This is an optimization exercise on Yosys and OpenROAD, whose aim is small area and a short achievable clock period, not a production implementation. Where RTL was checked, it was by simulation tests only, not by an equivalence proof against the original. Power and IR drop assume default switching activity.

Design csv_record_parse_and_hash, start of the top module:
module csv_record_parse_and_hash #(
  parameter int NUM_BUCKETS = crph_pkg::NUM_BUCKETS_DEF
) (
  input  logic         clk,
  input  logic         rst_n,
  input  logic         in_tvalid,
  output logic         in_tready,
  input  logic [7:0]   in_tdata,    
  input  logic         in_tlast,    
  output logic         out_tvalid,
  input  logic         out_tready,
  output logic [103:0] out_tdata,   
  output logic [1:0]   out_tuser    
);
Size in the first run: ~1800 cells after synthesis.
Settings: LEC_CHECK=0, ABC_AREA=1, CAP_MARGIN=20, CORE_MARGIN=2, CORE_UTILIZATION=60, CTS_BUF_LIST=sky130_fd_sc_hd__clkbuf_4 sky130_fd_sc_hd__clkbuf_8, PLACE_DENSITY=0.75, SETUP_SLACK_MARGIN=2.2, SLEW_MARGIN=20, TNS_END_PERCENT=10; clock period 5.5 ns.
standard.sh (not shown) runs the stock make flow with config.mk's settings and CLKGATE_MAP_FILE= SYNTH_SCRIPT=/design/flow/synth_recipe.tcl, a recipe that flattens the netlist after the stock synthesis.
==> flow/flow/run.sh <==
#!/bin/bash
# The standard layout (standard.sh), with the port buffers made of the smallest
# plain buffer instead of the resizer's default choice. Every input and output
# port still gets its own buffer.
set -euo pipefail
export BUFFER_PORTS_ARGS="-buffer_cell sky130_fd_sc_hd__buf_1"
bash standard.sh > standard_flow.log 2>&1
Change:
--- a/flow/design.v
+++ b/flow/design.v
@@ -201,14 +201,14 @@
   logic [4:0] sq_fs, sq_fd, r16_h;
   logic [6:0] k_t;
   logic [6:0] k_t25, k_t50;
   logic [4:0] k;
   assign a16   = px[8:5];
   assign a25   = px[4:0];
-  assign b16   = cbyte[3:0];
-  assign b25   = acc_lo[4:0];
+  assign b16   = acc_hi[8:5];
+  assign b25   = acc_hi[4:0];
   assign sq_s  = 6'(a25) + 6'(b25);
   assign sq_d  = 6'(a25) - 6'(b25);
   assign p_r16 = 4'(a16 * b16);
   assign sq_fs[0] = (sq_s[0] && !sq_s[1] && !sq_s[2] && !sq_s[3]) ||
       (sq_s[1] && !sq_s[2] && sq_s[3] && sq_s[4]) ||
       (sq_s[0] && sq_s[2] && !sq_s[3] && sq_s[4]) ||
@@ -335,65 +335,63 @@
       (!p_r16[0] && !p_r16[2] && p_r16[3]) ||
       (p_r16[0] && p_r16[1] && p_r16[2] && p_r16[3]);
   assign r16_h[4] = (!p_r16[0] && p_r16[1] && !p_r16[3]) ||
       (p_r16[0] && !p_r16[2] && p_r16[3]) ||
       (!p_r16[0] && p_r16[2] && !p_r16[3]) ||
       (p_r16[0] && !p_r16[1] && p_r16[3]);
-  assign k_t   = 7'(acc_lo[9:5]) - 7'(acc_lo[4:0]) - 7'(acc_lo[14:10]);
+  assign k_t   = 7'(acc_hi[9:5]) - 7'(acc_hi[4:0]) - 7'(acc_hi[14:10]);
   assign k_t25 = k_t + 7'd25;
   assign k_t50 = k_t + 7'd50;
   assign k     = !k_t[6] ? k_t[4:0] : !k_t25[6] ? k_t25[4:0] : k_t50[4:0];
   always_ff @(posedge clk) begin
     acc_hp <= acc_step && !acc_clr;
     if (acc_step && !acc_clr) begin
       acc_lo <= lo_mul[15:0];
       acc_c  <= lo_mul[19:16];
     end else if (acc_clr) begin
       acc_lo <= '0;
-    end else if (acc_aux && p2_r) begin
-      acc_lo[9:0] <= {sq_fs, sq_fd};
-    end else if (acc_aux && cb_r && !cpend && len == 10'd1) begin
-      acc_lo[14:10] <= r16_h;
-      acc_lo[4:0]   <= c25;
     end
     if (acc_clr) begin
       acc_hi  <= '0;
       acc_sat <= 1'b0;
     end else begin
       acc_hi  <= hi_eff;
       acc_sat <= sat_eff;
+      if (acc_aux && p2_r) begin
+        acc_hi[14:0] <= {r16_h, sq_fs, sq_fd};
+      end else if (acc_aux && cb_r && !cpend && len == 10'd1) begin
+        acc_hi[8:0] <= {cbyte[3:0], c25};
+      end
     end
     if (state == S_RANK) begin
       rank     <= {hi_eff[3:0], acc_lo};
       rank_sat <= sat_eff || (acc_hp ? (acc_hi >= 16'd2 || (acc_hi == 16'd1 && acc_c >= 4'd6))
                                      : acc_hi >= 16'd16);
     end
   end
-  logic [8:0]  sum_base;
-  logic [9:0]  sum_add;
-  logic [10:0] sum_sub;          
-  assign sum_base = cpend ? 9'd0 : sum;
-  assign sum_add  = 10'(sum_base) + 10'(cbyte);
-  assign sum_sub  = 11'(sum_base) + 11'(cbyte) - 11'd400;
+  logic [9:0] sum_add;
+  logic [6:0] sum_sub;           
+  assign sum_add = 10'(cpend ? 9'd0 : sum) + 10'(cbyte);
+  assign sum_sub = {1'b0, sum_add[9:4]} - 7'd25;
   always_ff @(posedge clk) begin
     cb_r <= commit && state == S_CITY && !is_quote;
     p2_r <= cb_r && !cpend && len == 10'd1;
     p3_r <= p2_r;
     if (commit && state == S_OPEN_CITY) begin
       cpend <= 1'b1;
     end else if (cb_r) begin
       cpend <= 1'b0;
     end
     if (cb_r) begin
       if (cpend) len <= 10'd1;
       else if (len != crph_pkg::LEN_MAX) len <= len + 10'd1;
-      sum <= sum_sub[10] ? sum_add[8:0] : sum_sub[8:0];
+      sum <= sum_sub[6] ? sum_add[8:0] : {sum_sub[4:0], sum_add[3:0]};
     end
     if (cb_r && cpend) begin
       px <= {cbyte[3:0], c25};
-    end else if (cb_r && len == 10'd1) begin
+    end else if (p2_r) begin
       px[8:5] <= p_r16;
     end else if (p3_r) begin
       px[4:0] <= k;
     end
   end
   always_ff @(posedge clk) begin
- combinational power drops by 82%
- hold slack gets worse by 60 ps
- routed wire length decreases by about 7%
- cell count decreases by about 7%
- power decreases by about 56%
- first-iteration DRC count drops by 20%
- area after synthesis shrinks by 5.0%
- design area goes down by about 7%
- die area falls by about 5%
- sequential power fell by about 15%
- sequential share of layout area climbs by 2.4 points
- via count falls by 5.7%
The RTL of the first run of this note was laid out without a check of its function.

* * *

## v29
Another version of the RTL of csv_record_parse_and_hash (not shown whole).
Size: roughly 1700 cells after synthesis, ~170 flip-flops, about 120 I/O pins, ~0.013 sq mm of cells after synthesis.
// csv_record_parse_and_hash
module csv_record_parse_and_hash #(
  parameter int NUM_BUCKETS = crph_pkg::NUM_BUCKETS_DEF
) (
  input  logic         clk,
  input  logic         rst_n,
  input  logic         in_tvalid,
  output logic         in_tready,
  input  logic [7:0]   in_tdata,    
  input  logic         in_tlast,    
  output logic         out_tvalid,
  input  logic         out_tready,
  output logic [103:0] out_tdata,   
  output logic [1:0]   out_tuser    
);
Settings: LEC_CHECK=0, ABC_AREA=1, CAP_MARGIN=20, CORE_MARGIN=2, CORE_UTILIZATION=60, CTS_BUF_LIST=sky130_fd_sc_hd__clkbuf_4 sky130_fd_sc_hd__clkbuf_8, PLACE_DENSITY=0.75, SETUP_SLACK_MARGIN=2.4, SLEW_MARGIN=20, TNS_END_PERCENT=10; clock period 5.5 ns.
Scripts as last shown in full above: flow/flow/run.sh
Setup changes, v29 to v38
--- a/flow/design.v
+++ b/flow/design.v
@@ -66,17 +66,16 @@
   logic [19:0] rank;             
   logic        rank_sat;
   logic [15:0] acc_lo;
   logic [15:0] acc_hi;
   logic [3:0]  acc_c;            
   logic        acc_hp;           
   logic        acc_sat;          
   logic [9:0]  len;
-  logic [8:0]  len_idx;          
   logic [8:0]  sum;
   logic [8:0]  px;               
   logic        cb_r;             
   logic        p2_r;             
   logic        p3_r;             
   logic        cpend;            
   logic       ob_free;
   logic [7:0] b;
@@ -407,22 +406,21 @@
       q_rank  <= {rank[19:8], (state == S_CITY) ? b : rank[7:0]};
       q_rsat  <= rank_sat;
       q_pop   <= {hi_eff, acc_lo};
       q_psat  <= sat_eff;
     end
   end
   logic [5:0] len_m800;           
   logic [6:0] len_m400;           
+  logic [8:0] len_idx;
   assign len_m800 = {1'b0, len[9:5]} - 6'd25;
   assign len_m400 = {1'b0, len[9:4]} - 7'd25;
-  always_ff @(posedge clk) begin
-    len_idx <= !len_m800[5] ? {len_m800[3:0], len[4:0]} :
-               !len_m400[6] ? {len_m400[4:0], len[3:0]} : len[8:0];
-  end
+  assign len_idx  = !len_m800[5] ? {len_m800[3:0], len[4:0]} :
+                    !len_m400[6] ? {len_m400[4:0], len[3:0]} : len[8:0];
   logic [8:0] prod_idx;
   assign prod_idx = {px[4:0], px[8:5]};
   logic out_city;
   assign out_city = !out_acc && !out_err;
   assign in_tready  = !skid_v;
   assign out_tvalid = out_v;
   assign out_tuser  = {out_err, out_acc};
   assign out_tdata  = {7'd0,
==> run summary <==
v38: PASS, flow complete, no timing, DRC or antenna violations. Of v29 and v38, the higher worst hold slack belongs to v29. Re relative area change from synthesis to final layout: v29 and v38 aren't equal, and the lower value belongs to v29. Against v29, v38 reports a non-clock buffer count that is higher. Initial cell density of the core: v29 and v38 compared, lower one is v29. Count of clock-buffer cells in the layout was lower in v38 than in v29. v29 reports its critical-path cell with the highest stage delay as sky130_fd_sc_hd__inv_1 while v38 reports sky130_fd_sc_hd__edfxtp_1. Against v29 as the reference, v38 delivers a lower setup slack of the most critical reg-to-reg path. Compared to v29, the router laid down more metal wire for v38. Floorplan check, v38 vs v29: die outline smaller in v38. v38 against v29: adder-cell area share of the yosys netlist shows an increase of 0.27 points, setup slack of the critical path after layout shows a reduction of 0.073 ns. v29 has a higher vertical die dimension than v38.

* * *

== lane 1 ==
Another version of the RTL of csv_record_parse_and_hash (not shown whole).
For scale: about 1,300 cells after synthesis, roughly 13,000 sq um of cells after synthesis.
Design csv_record_parse_and_hash, start of the top module:
module csv_record_parse_and_hash #(
  parameter int NUM_BUCKETS = crph_pkg::NUM_BUCKETS_DEF
) (
  input  logic         clk,
  input  logic         rst_n,
  input  logic         in_tvalid,
  output logic         in_tready,
  input  logic [7:0]   in_tdata,    
  input  logic         in_tlast,    
  output logic         out_tvalid,
  input  logic         out_tready,
  output logic [103:0] out_tdata,   
  output logic [1:0]   out_tuser    
);
clock: 5.5 ns
lec_check: 0
cap_margin: 20
core_margin: 2
core_utilization: 60
place_density: 0.75
setup_slack_margin: 1.5
slew_margin: 20
Scripts as last shown in full above: flow/flow/run.sh
What lane 2 does differently from lane 1 at the input level:
--- a/flow/design.v
+++ b/flow/design.v
@@ -159,20 +159,17 @@
   logic [19:0] lo_mul;
   logic [19:0] hi_mul;
   logic [15:0] hi_eff;
   logic        sat_eff;
   assign acc_clr  = !rst_n || (commit && (last || state == S_POP_OPEN));
   assign acc_step = commit && is_digit && (state == S_START || state == S_RANK || state == S_POP);
   assign acc_aux  = (state == S_CITY) || (state == S_AFTER_CITY);
-  logic [19:0] lo_x10, lo_x10p;
-  logic [4:0]  lo_low;
+  logic [19:0] lo_x10;
   assign lo_x10   = (20'(acc_lo) << 3) + (20'(acc_lo) << 1);
-  assign lo_x10p  = (20'(acc_lo) << 3) + (20'(acc_lo) << 1) + 20'd16;
-  assign lo_low   = {1'b0, lo_x10[3:0]} + {1'b0, digit};
-  assign lo_mul   = {lo_low[4] ? lo_x10p[19:4] : lo_x10[19:4], lo_low[3:0]};
+  assign lo_mul   = lo_x10 + 20'(digit);
   assign hi_mul   = (20'(acc_hi) << 3) + (20'(acc_hi) << 1) + 20'(acc_c);
   assign hi_eff   = acc_hp ? hi_mul[15:0] : acc_hi;
   assign sat_eff  = acc_sat || (acc_hp && hi_mul[19:16] != 4'd0);
   logic [7:0] cbyte;
   logic [4:0] c_h;
   logic [4:0] c25;
   logic [5:0] c_t;
==> comparison <==
- Static leakage power: lane 2 vs lane 1 up about 2.3%
- Every stage of the flow completed for lane 2, and the final layout passed the timing, design-rule and antenna checks.
- Between lane 1 and lane 2, global routing usage on met1 increased.
- In the flow results for lane 1 and lane 2, the hold slack is smaller on lane 2.
- Lane 2 ended with less portion of total power attributed to sequential cells than lane 1.
- Summary of lane 2 over lane 1: final critical-path required period shows no meaningful change; share of total power in the clock network shows a reduction of 1.4 points; power shows an increase of about 5%.
- On worst path setup slack after routing, lane 1 and lane 2 are basically level.
Function not checked in lane 2: the RTL went through the layout flow alone.

* * *

csv_record_parse_and_hash again, from the RTL that the note above started with.
Settings: LEC_CHECK=0, CAP_MARGIN=20, CORE_MARGIN=2, CORE_UTILIZATION=60, CTS_BUF_LIST=sky130_fd_sc_hd__clkbuf_4 sky130_fd_sc_hd__clkbuf_8, PLACE_DENSITY=0.75, SETUP_SLACK_MARGIN=1.5, SLEW_MARGIN=20; clock period 5.5 ns.
Scripts as last shown in full above: flow/flow/run.sh
The starting point finished with timing, DRC and antenna clean.
Then changed:
--- a/flow/design.v
+++ b/flow/design.v
@@ -167,15 +167,15 @@
   logic [4:0]  lo_low;
   assign lo_x10   = (20'(acc_lo) << 3) + (20'(acc_lo) << 1);
   assign lo_x10p  = (20'(acc_lo) << 3) + (20'(acc_lo) << 1) + 20'd16;
   assign lo_low   = {1'b0, lo_x10[3:0]} + {1'b0, digit};
   assign lo_mul   = {lo_low[4] ? lo_x10p[19:4] : lo_x10[19:4], lo_low[3:0]};
   assign hi_mul   = (20'(acc_hi) << 3) + (20'(acc_hi) << 1) + 20'(acc_c);
   assign hi_eff   = acc_hp ? hi_mul[15:0] : acc_hi;
-  assign sat_eff  = acc_sat || (acc_hp && hi_mul[19:16] != 4'd0);
+  assign sat_eff  = acc_sat || (acc_hp && (acc_hi > 16'd6553 || (acc_hi == 16'd6553 && acc_c >= 4'd6)));
   logic [7:0] cbyte;
   logic [4:0] c_h;
   logic [4:0] c25;
   logic [5:0] c_t;
   logic [6:0] c_t25, c_t50;
   always_comb begin
     unique case (cbyte[7:5])
@@ -203,15 +203,15 @@
   logic [4:0] k;
   assign a16   = px[8:5];
   assign a25   = px[4:0];
   assign b16   = acc_lo[8:5];
   assign b25   = acc_lo[4:0];
   assign sq_s  = 6'(a25) + 6'(b25);
   assign sq_d  = 6'(a25) - 6'(b25);
-  assign p_r16 = acc_lo[13:10];
+  assign p_r16 = 4'(a16 * b16);
   always_comb begin
     unique case (sq_s)
       6'd0: sq_fs = 5'd0;
       6'd1: sq_fs = 5'd9;
       6'd2: sq_fs = 5'd11;
       6'd3: sq_fs = 5'd6;
       6'd4: sq_fs = 5'd19;
@@ -376,64 +376,69 @@
       (p_r16 == 4'd15);
   assign r16_h[4] = (p_r16 == 4'd2) |
       (p_r16 == 4'd4) |
       (p_r16 == 4'd6) |
       (p_r16 == 4'd9) |
       (p_r16 == 4'd11) |
       (p_r16 == 4'd13);
-  assign k_t   = 7'(acc_lo[9:5]) - 7'(acc_lo[4:0]) - 7'(r16_h);
+  logic [5:0] sq_fdh;
+  assign sq_fdh = 6'(sq_fd) + 6'(r16_h);
+  assign k_t   = 7'(acc_lo[10:6]) - 7'(acc_lo[5:0]);
   assign k_t25 = k_t + 7'd25;
   assign k_t50 = k_t + 7'd50;
   assign k     = !k_t[6] ? k_t[4:0] : !k_t25[6] ? k_t25[4:0] : k_t50[4:0];
   always_ff @(posedge clk) begin
     acc_hp <= acc_step && !acc_clr;
     if (acc_step && !acc_clr) begin
       acc_lo <= lo_mul[15:0];
       acc_c  <= lo_mul[19:16];
     end else if (acc_clr) begin
       acc_lo <= '0;
     end else if (acc_aux && p2_r) begin
-      acc_lo[13:0] <= {4'(a16 * b16), sq_fs, sq_fd};
+      acc_lo[14:0] <= {p_r16, sq_fs, sq_fdh};
     end else if (acc_aux && cb_r && !cpend && len == 10'd1) begin
       acc_lo[8:0] <= {cbyte[3:0], c25};
     end
     if (acc_clr) begin
       acc_hi  <= '0;
       acc_sat <= 1'b0;
     end else begin
       acc_hi  <= hi_eff;
       acc_sat <= sat_eff;
     end
     if (state == S_RANK) begin
       rank     <= {hi_eff[3:0], acc_lo};
-      rank_sat <= sat_eff || hi_eff[15:4] != 12'd0;
+      rank_sat <= sat_eff || (acc_hp ? (acc_hi >= 16'd2 || (acc_hi == 16'd1 && acc_c >= 4'd6))
+                                     : acc_hi >= 16'd16);
     end
   end
-  logic [9:0] sum_add;
-  logic [6:0] sum_sub;           
-  assign sum_add = 10'(cpend ? 9'd0 : sum) + 10'(cbyte);
-  assign sum_sub = {1'b0, sum_add[9:4]} - 7'd25;
+  logic [8:0]  sum_base;
+  logic [9:0]  sum_add;
+  logic [10:0] sum_sub;          
+  assign sum_base = cpend ? 9'd0 : sum;
+  assign sum_add  = 10'(sum_base) + 10'(cbyte);
+  assign sum_sub  = 11'(sum_base) + 11'(cbyte) - 11'd400;
   always_ff @(posedge clk) begin
     cb_r <= commit && state == S_CITY && !is_quote;
     p2_r <= cb_r && !cpend && len == 10'd1;
     p3_r <= p2_r;
     if (commit && state == S_OPEN_CITY) begin
       cpend <= 1'b1;
     end else if (cb_r) begin
       cpend <= 1'b0;
     end
     if (cb_r) begin
       if (cpend) len <= 10'd1;
       else if (len != crph_pkg::LEN_MAX) len <= len + 10'd1;
-      sum <= sum_sub[6] ? sum_add[8:0] : {sum_sub[4:0], sum_add[3:0]};
+      sum <= sum_sub[10] ? sum_add[8:0] : sum_sub[8:0];
     end
     if (cb_r && cpend) begin
       px <= {cbyte[3:0], c25};
     end else if (p3_r) begin
-      px <= {p_r16, k};
+      px <= {acc_lo[14:11], k};
     end
   end
   always_ff @(posedge clk) begin
     if (!skid_v) begin
       skid_b <= in_tdata;
       skid_l <= in_tlast;
     end
The new run passed the timing, design-rule and antenna checks.
Setup slack is worse by 0.15 ns.
Non-clock buffer count goes up by 27.
Worst hold slack gets worse by 0.016 ns.
Register-to-register slack is worse by 0.15 ns.
Routed wire length came out higher by 3.1%.
Synthesized area hardly moves.
Design area is higher by 3.1%.
Function not checked in the second run of this note: the RTL went through the layout flow alone.

port drivers added, routing unchanged:
No port has a modelled driver above. Below, the same layouts with a new extraction and two added sets of constraints. Step 1 assumes that a clkbuf_16 drives the clock port and a buf_2 every other input. Step 2, shift: input delay + t, output delay - t, t = (earliest + latest rising clock arrival at the registers) / 2. This alone moves slack from input paths to output paths. Slacks: ideal ports / drivers / drivers and shift; pairs: ideal ports / drivers.
run	t (ns)	setup WS [ns]	hold WS [ns]
the first run of note 1	0.506	2.257 / 2.257 / 1.925	0.407 / 0.407 / 0.407
the second run of note 1	0.506	2.215 / 2.174 / 1.912	0.347 / 0.347 / 0.347
v29	0.513	2.401 / 2.357 / 2.037	0.365 / 0.365 / 0.365
v38	0.522	2.328 / 2.287 / 1.998	0.360 / 0.360 / 0.360
lane 1	0.477	1.676 / 1.676 / 1.334	0.420 / 0.420 / 0.420
lane 2	0.479	1.675 / 1.700 / 1.221	0.372 / 0.372 / 0.372
the first run of note 4	0.520	1.708 / 1.708 / 1.317	0.427 / 0.427 / 0.427
the second run of note 4	0.506	1.562 / 1.562 / 1.434	0.412 / 0.412 / 0.412
After both steps every run listed still meets setup and hold. The setup slack of lane 2, which loses most, moves by +0.025 ns with the drivers and by -0.454 ns with both steps.
